From an optimization exercise on the open Yosys and OpenROAD flow, aimed at small area; shortcuts taken in it are not production practice.
Function was checked by simulation only, so behaviour that the tests miss may differ from the original.

`flow/constraint.sdc`:
```
create_clock -name core_clock -period 14.0 [get_ports {clk}]
set_input_delay 2.8000 -clock core_clock [delete_from_list [all_inputs] [get_ports {clk}]]
set_output_delay 2.8000 -clock core_clock [all_outputs]
set_load 0.01 [all_outputs]
```
`flow/config.mk`:
```
export PLATFORM = sky130hd
export DESIGN_NAME = mode7_stepper
export DESIGN_NICKNAME = mode7_stepper
export VERILOG_FILES = /design/flow/design.v
export SDC_FILE = /design/flow/constraint.sdc
export NUM_CORES = 4
export LEC_CHECK = 0
export CAP_MARGIN = 20
export CORE_MARGIN = 2
export CORE_UTILIZATION = 40
export SLEW_MARGIN = 20
```
`flow/design.v`:
```
module mode7_stepper #(
  parameter int HACT = 640,
  parameter int VACT = 480,
  parameter int VTOT = 525
) (
  input  logic        clk,
  input  logic        reset,
  input  logic        p_tick,
  input  logic        video_on,
  input  logic [9:0]  pixel_x,
  input  logic [9:0]  pixel_y,
  input  logic [15:0] originx,
  input  logic [15:0] originy,
  input  logic [15:0] offsetx,
  input  logic [15:0] offsety,
  input  logic [23:0] scalex,
  input  logic [23:0] scaley,
  input  logic [8:0]  angle,
  input  logic [15:0] tex_mask,
  output logic [8:0]  rom_addr,
  input  logic [15:0] rom_cos,
  input  logic [15:0] rom_sin,
  output logic [15:0] tex_u,
  output logic [15:0] tex_v,
  output logic        tex_valid
);
  localparam logic [9:0] X_END  = 10'(HACT);
  localparam logic [9:0] Y_ACT  = 10'(VACT);
  localparam logic [9:0] Y_LAST = 10'(VTOT - 1);
  typedef enum logic [1:0] {IDLE, SETUP, WAIT, RUN} state_t;
  logic [15:0]        sh_orgx, sh_orgy, sh_offx, sh_offy, sh_mask;
  logic [23:0]        sh_sclx, sh_scly;
  logic [8:0]         sh_ang;
  logic [1:0]         ld_pipe;
  logic signed [15:0] cap_cos, cap_sin;
  logic               shadow_ld;
  assign shadow_ld = p_tick && (pixel_x == '0) && (pixel_y == Y_ACT);
  assign rom_addr  = sh_ang;
  always_ff @(posedge clk or negedge reset) begin
    if (!reset) begin
      sh_orgx <= '0;
      sh_orgy <= '0;
      sh_offx <= '0;
      sh_offy <= '0;
      sh_sclx <= 24'h000100;
      sh_scly <= 24'h000100;
      sh_ang  <= '0;
      sh_mask <= 16'hFFFF;
      ld_pipe <= '0;
      cap_cos <= 16'sd16384;
      cap_sin <= '0;
    end else begin
      ld_pipe <= {ld_pipe[0], shadow_ld};
      if (shadow_ld) begin
        sh_orgx <= originx;
        sh_orgy <= originy;
        sh_offx <= offsetx;
        sh_offy <= offsety;
        sh_sclx <= scalex;
        sh_scly <= scaley;
        sh_ang  <= angle;
        sh_mask <= tex_mask;
      end
      if (ld_pipe[1]) begin
        cap_cos <= rom_cos;
        cap_sin <= rom_sin;
      end
    end
  end
  state_t             state;
  logic [2:0]         step;
  logic signed [15:0] w_cos, w_sin;
  logic [23:0]        w_sclx, w_scly;
  logic [15:0]        w_offx, w_offy, w_mask;
  logic signed [16:0] dx0, dy;
  logic signed [39:0] du, su, dv, cv;
  logic signed [47:0] acc_u, acc_v;
  logic               line_end, present;
  logic [9:0]         ny;
  logic signed [39:0] mul_a;
  logic signed [24:0] mul_b;
  logic signed [47:0] mul_p;
  assign line_end = p_tick && (pixel_x == X_END);
  assign ny       = (pixel_y == Y_LAST) ? 10'd0 : pixel_y + 10'd1;
  assign present  = p_tick && video_on && !line_end &&
                    ((state == RUN) || ((state == WAIT) && (pixel_x == '0)));
  always_comb begin
    mul_a = '0;
    mul_b = '0;
    case (step)
      3'd0: begin mul_a = 40'(w_cos); mul_b = {1'b0, w_sclx}; end
      3'd1: begin mul_a = 40'(w_sin); mul_b = {1'b0, w_sclx}; end
      3'd2: begin mul_a = 40'(w_sin); mul_b = {1'b0, w_scly}; end
      3'd3: begin mul_a = 40'(w_cos); mul_b = {1'b0, w_scly}; end
      3'd4: begin mul_a = du;         mul_b = 25'(dx0);       end
      3'd5: begin mul_a = su;         mul_b = 25'(dy);        end
      3'd6: begin mul_a = dv;         mul_b = 25'(dx0);       end
      default: begin mul_a = cv;      mul_b = 25'(dy);        end
    endcase
    mul_p = 48'(mul_a) * 48'(mul_b);
  end
  always_ff @(posedge clk or negedge reset) begin
    if (!reset) begin
      state     <= IDLE;
      step      <= '0;
      w_cos     <= 16'sd16384;
      w_sin     <= '0;
      w_sclx    <= 24'h000100;
      w_scly    <= 24'h000100;
      w_offx    <= '0;
      w_offy    <= '0;
      w_mask    <= 16'hFFFF;
      dx0       <= '0;
      dy        <= '0;
      du        <= '0;
      su        <= '0;
      dv        <= '0;
      cv        <= '0;
      acc_u     <= '0;
      acc_v     <= '0;
      tex_u     <= '0;
      tex_v     <= '0;
      tex_valid <= 1'b0;
    end else begin
      tex_valid <= 1'b0;
      if (line_end) begin
        w_cos  <= cap_cos;
        w_sin  <= cap_sin;
        w_sclx <= sh_sclx;
        w_scly <= sh_scly;
        w_offx <= sh_offx;
        w_offy <= sh_offy;
        w_mask <= sh_mask;
        dx0    <= 17'd0 - {1'b0, sh_orgx};
        dy     <= {7'd0, ny} - {1'b0, sh_orgy};
        step   <= '0;
        state  <= (ny >= Y_ACT) ? WAIT : SETUP;
      end else if (present) begin
        tex_u     <= (acc_u[37:22] + w_offx) & w_mask;
        tex_v     <= (acc_v[37:22] + w_offy) & w_mask;
        tex_valid <= 1'b1;
        acc_u     <= acc_u + 48'(du);
        acc_v     <= acc_v + 48'(dv);
        state     <= RUN;
      end else begin
        case (state)
          SETUP: begin
            step <= step + 3'd1;
            case (step)
              3'd0: du    <= mul_p[39:0];
              3'd1: su    <= mul_p[39:0];
              3'd2: dv    <= mul_p[39:0];
              3'd3: cv    <= mul_p[39:0];
              3'd4: acc_u <= mul_p;
              3'd5: acc_u <= acc_u - mul_p;
              3'd6: acc_v <= mul_p;
              default: begin
                acc_v <= acc_v + mul_p;
                state <= WAIT;
              end
            endcase
          end
          RUN: if (p_tick && !video_on) state <= IDLE;
          default: ;
        endcase
      end
    end
  end
endmodule
```
`flow/run.sh`:
```
#!/bin/bash
# synth_recipe.tcl (not shown) runs the flow's synth.tcl, then flattens the netlist and writes it again
# the make line also repeats each setting of config.mk as NAME=value (left out here)
make -C /OpenROAD-flow-scripts/flow DESIGN_CONFIG=/design/flow/config.mk WORK_HOME=/design/flow/orfs CLKGATE_MAP_FILE= SYNTH_SCRIPT=/design/flow/synth_recipe.tcl finish
```
==> results.txt <==
-- how the worst max path moves through the flow --
| stage | depth (start not counted) | from | slack [ns] | endpoint |
|---|---|---|---|---|
| 2_1_floorplan | 45 | step[0] | 2.77 | acc_u[36] |
| 3_3_place_gp | 42 | step[2] | 1.48 | acc_u[36] |
| 3_5_place_dp | 42 | step[2] | 1.26 | acc_u[36] |
| 4_1_cts | 42 | step[2] | 1.33 | acc_u[36] |
| 5_1_grt | 42 | step[2] | 0.64 | acc_u[36] |
| 6_report | 42 | step[2] | 1.25 | acc_u[36] |
-- cells in the mapped netlist, types with 82 or more instances --
cell type and number:
fa_1 539, nand2_1 1096, o21ai_0 369, dfrtp_1 561, inv_1 746, ha_1 322, a21oi_1 188, nor2_1 510
xnor2_1 175, a21o_1 82, nand3_1 96, clkbuf_1 247, mux2_2 161
-- layer usage --
| layer | global-route usage, % | routed length [um] | vias up | share of wire [%] |
|---|---|---|---|---|
| li1 | - | - | 20130 | - |
| met1 | 36.02 | 77840 | 21890 | 45 |
| met2 | 41.05 | 80960 | 1446 | 46 |
| met3 | 3.444 | 10540 | 227 | 6.0 |
| met4 | 7.489 | 5042 | 0 | 2.9 |
| met5 | 0 | 0 | - | 0 |
-- cells by family (layout without fill, tap and decap cells) --
group	count (synthesis)	in the layout	synth area share [%]
simple gates	1993	1993	15.54
compound gates	1143	1143	13.76
buf+inv	1030	1237	7.220
fa+ha+maj	867	867	27.74
flops	599	599	28.03
xor+xnor	253	253	4.131
mux	171	171	3.567
other cells	0	2	0
-- state kept, by name, indices dropped and copies added (netlist names), 17 cells and up --
| signal | count |
|---|---|
| acc_u | 38 |
| acc_v | 38 |
| cv | 38 |
| du | 38 |
| dv | 38 |
| dx0 | 17 |
| dy | 17 |
| sh_sclx | 24 |
| sh_scly | 24 |
| su | 38 |
| w_sclx | 24 |
| w_scly | 24 |
-- through the flow --
stage / util, % / area [um2] / cells / hold WS, ns
after floorplan: - / 53640 / 6056 / 0.3312
after global placement: 43.65 / 58190 / 7904 / 0.3333
after detailed placement: 43.66 / 58190 / 7904 / 0.3347
after CTS: 45.44 / 60570 / 8031 / 0.3476
after global routing: 45.46 / 60590 / 8031 / 0.3701
final: 45.46 / 60600 / 8033 / 0.3428
-- worst register-to-register path, delay by kind of cell (launching register included) --
kind	cells	cell delay, ns
AOI/OAI and AO/OA	11	2.93
buffers and inverters	8	1.16
xor gates and xnor gates	1	0.51
adders and majority gates	11	4.56
DFF	1	0.53
and+or+nand+nor	11	2.90
-- final cells by class --
type | count | area [um2] | area share (%)
clock inverter | 24 | 366.6 | 0.6050
multi-input combinational | 4427 | 34840 | 57.50
clock buffer | 103 | 2007 | 3.312
tap | 1768 | 2212 | 3.651
timing repair buffer | 359 | 3306 | 5.455
sequential | 599 | 15040 | 24.82
inverter | 751 | 2819 | 4.652
antenna | 2 | 5.005 | 0.008259
==> metrics.csv <==
metric,value,unit
status,finished clean,
DPL Wire Length,135300,um
final worst setup slack,1.253,ns
TritonCTS clock tree,yes,
Crit Reg-Reg Endpoint,acc_u[36],
Post-CTS Setup Bufs,0,
Die Ht,370.2,um
initial antenna violation count,2,
"Cell Area, Synth",0.05364,mm2
Vias/cell,5.438,
Post-synth EDFFs,0,
Synth top area share,26.17,%
Worst Setup Start Kind,flop,
prevailing post-synth register cell,dfrtp_1,
Pins Over Slew Limit,0,
PortBufs,234,
P&R area growth vs syn,12.97,%
TritonCTS buffer count,70,
period utilization,91.05,%
slowest CP cell,o21ai_2,
Hold Path Origin,ld_pipe[0],
total grt overflow,0,
post-synthesis cell count,6056,
Required @ worst endpoint,14.51,ns
total core area,0.1333,mm2
Buf/Inv on CP,8,
min Tclk post-route,12.75,ns
Routability Congestion,0.9444,
CP Capture Type,flop,
Pre-antenna DRT Iters,6,
clk slew on worst S/H paths,0.06,ns
setup_tns,0,ns
Remaining DRCs,0,
Bufs on Longest Clock Path,3,
"Seq/Total Area, Yosys",28.03,%
first-pass GRT wire length,268900,um
FF-to-FF setup slack,1.25,ns
Clock Tree Root,clkbuf_16,
Die W,370.2,um
f_max,78.45,MHz
FF-to-FF path depth,42,
final hold vios,0,
"Net count, final",7262,
Routed WL per cell,21.71,um
worst r2r src,step[2],
synth unique cells,92,
Synth async-reset ratio,100.0,%
WS Path Type,flop to flop,
Slew HR,17.39,%
Total GRT Usage,25.58,%
"delay-heaviest family, CP",adder cells,
maxcap violations,0,
Via Count,43690,
slew of the pin with the lowest slew margin,1.226,ns
Worst Hold Depth,0,
Place WS,1.264,ns
most frequent cells in the layout,"1,092 x nand2_1, 745 x inv_1, 561 x dfrtp_1",
Hold Path Class,flop to flop,
clk sinks,599,
"most common cell after layout, fill and taps aside",nand2_1,
cell taking the most area after synthesis,dfrtp_1,
Post-DRT Antenna Nets,0,
worst path arrival time,13.26,ns
fraction of layout cells with a size suffix above 1,8.287,%
vias in the first global route,43780,
largest net degree at the start of global routing,101,
Initial Utilization,40.24,%
RSZ-0062 raised after global routing,false,
WHS Endpoint,ld_pipe[1],
skew final,0.05014,ns
Ys Warns,1,
clk latency of the worst-skew pair,0.68,ns
number of gates resized after cts,0,
synthesized net count,7110,
Die ar.,0.1370,mm2
CP peak stage delay,0.89,ns
worst-path fanout max,42,
post-synthesis register bit count,599,
H-tree Lvls,3,
drt total wl,174400,um
leading post-synthesis cells by cell area,"dfrtp_1 26%, fa_1 20%, nand2_1 7.7%, ha_1 7.5%, inv_1 5.2%",
Syn Area/Cell,8.857,um2
hold_buf cts,0,
Ports,235,
Row Count,134,
starting DRC count in detailed routing,3618,
Final setup viols,0,
fillers,13030,

[port drivers added, routing unchanged]
The results above use ideal ports. As a check the final layout listed here was re-extracted and re-timed, cells and wires unchanged.
Step 1 assumes that a clkbuf_16 drives the clock port and a buf_2 every other input.
Step 2 also shifts input and output timing later by t, the mid clock arrival at the registers, as if the neighbouring blocks saw the same clock.
Slacks: no drivers / after step 1 / after step 2; pairs: no drivers / after step 1.
t, ns: 0.724
slack for setup (ns): 1.253 / 1.253 / 1.253
worst hold slack (ns): 0.343 / 0.343 / 0.343
worst setup path at the end: register to register
worst register clock-pin slew, ns: 0.07 / 0.07
After both steps this run still meets setup and hold. For this run, drivers alone change the setup slack by 0.000 ns; drivers and shift together by 0.000 ns.
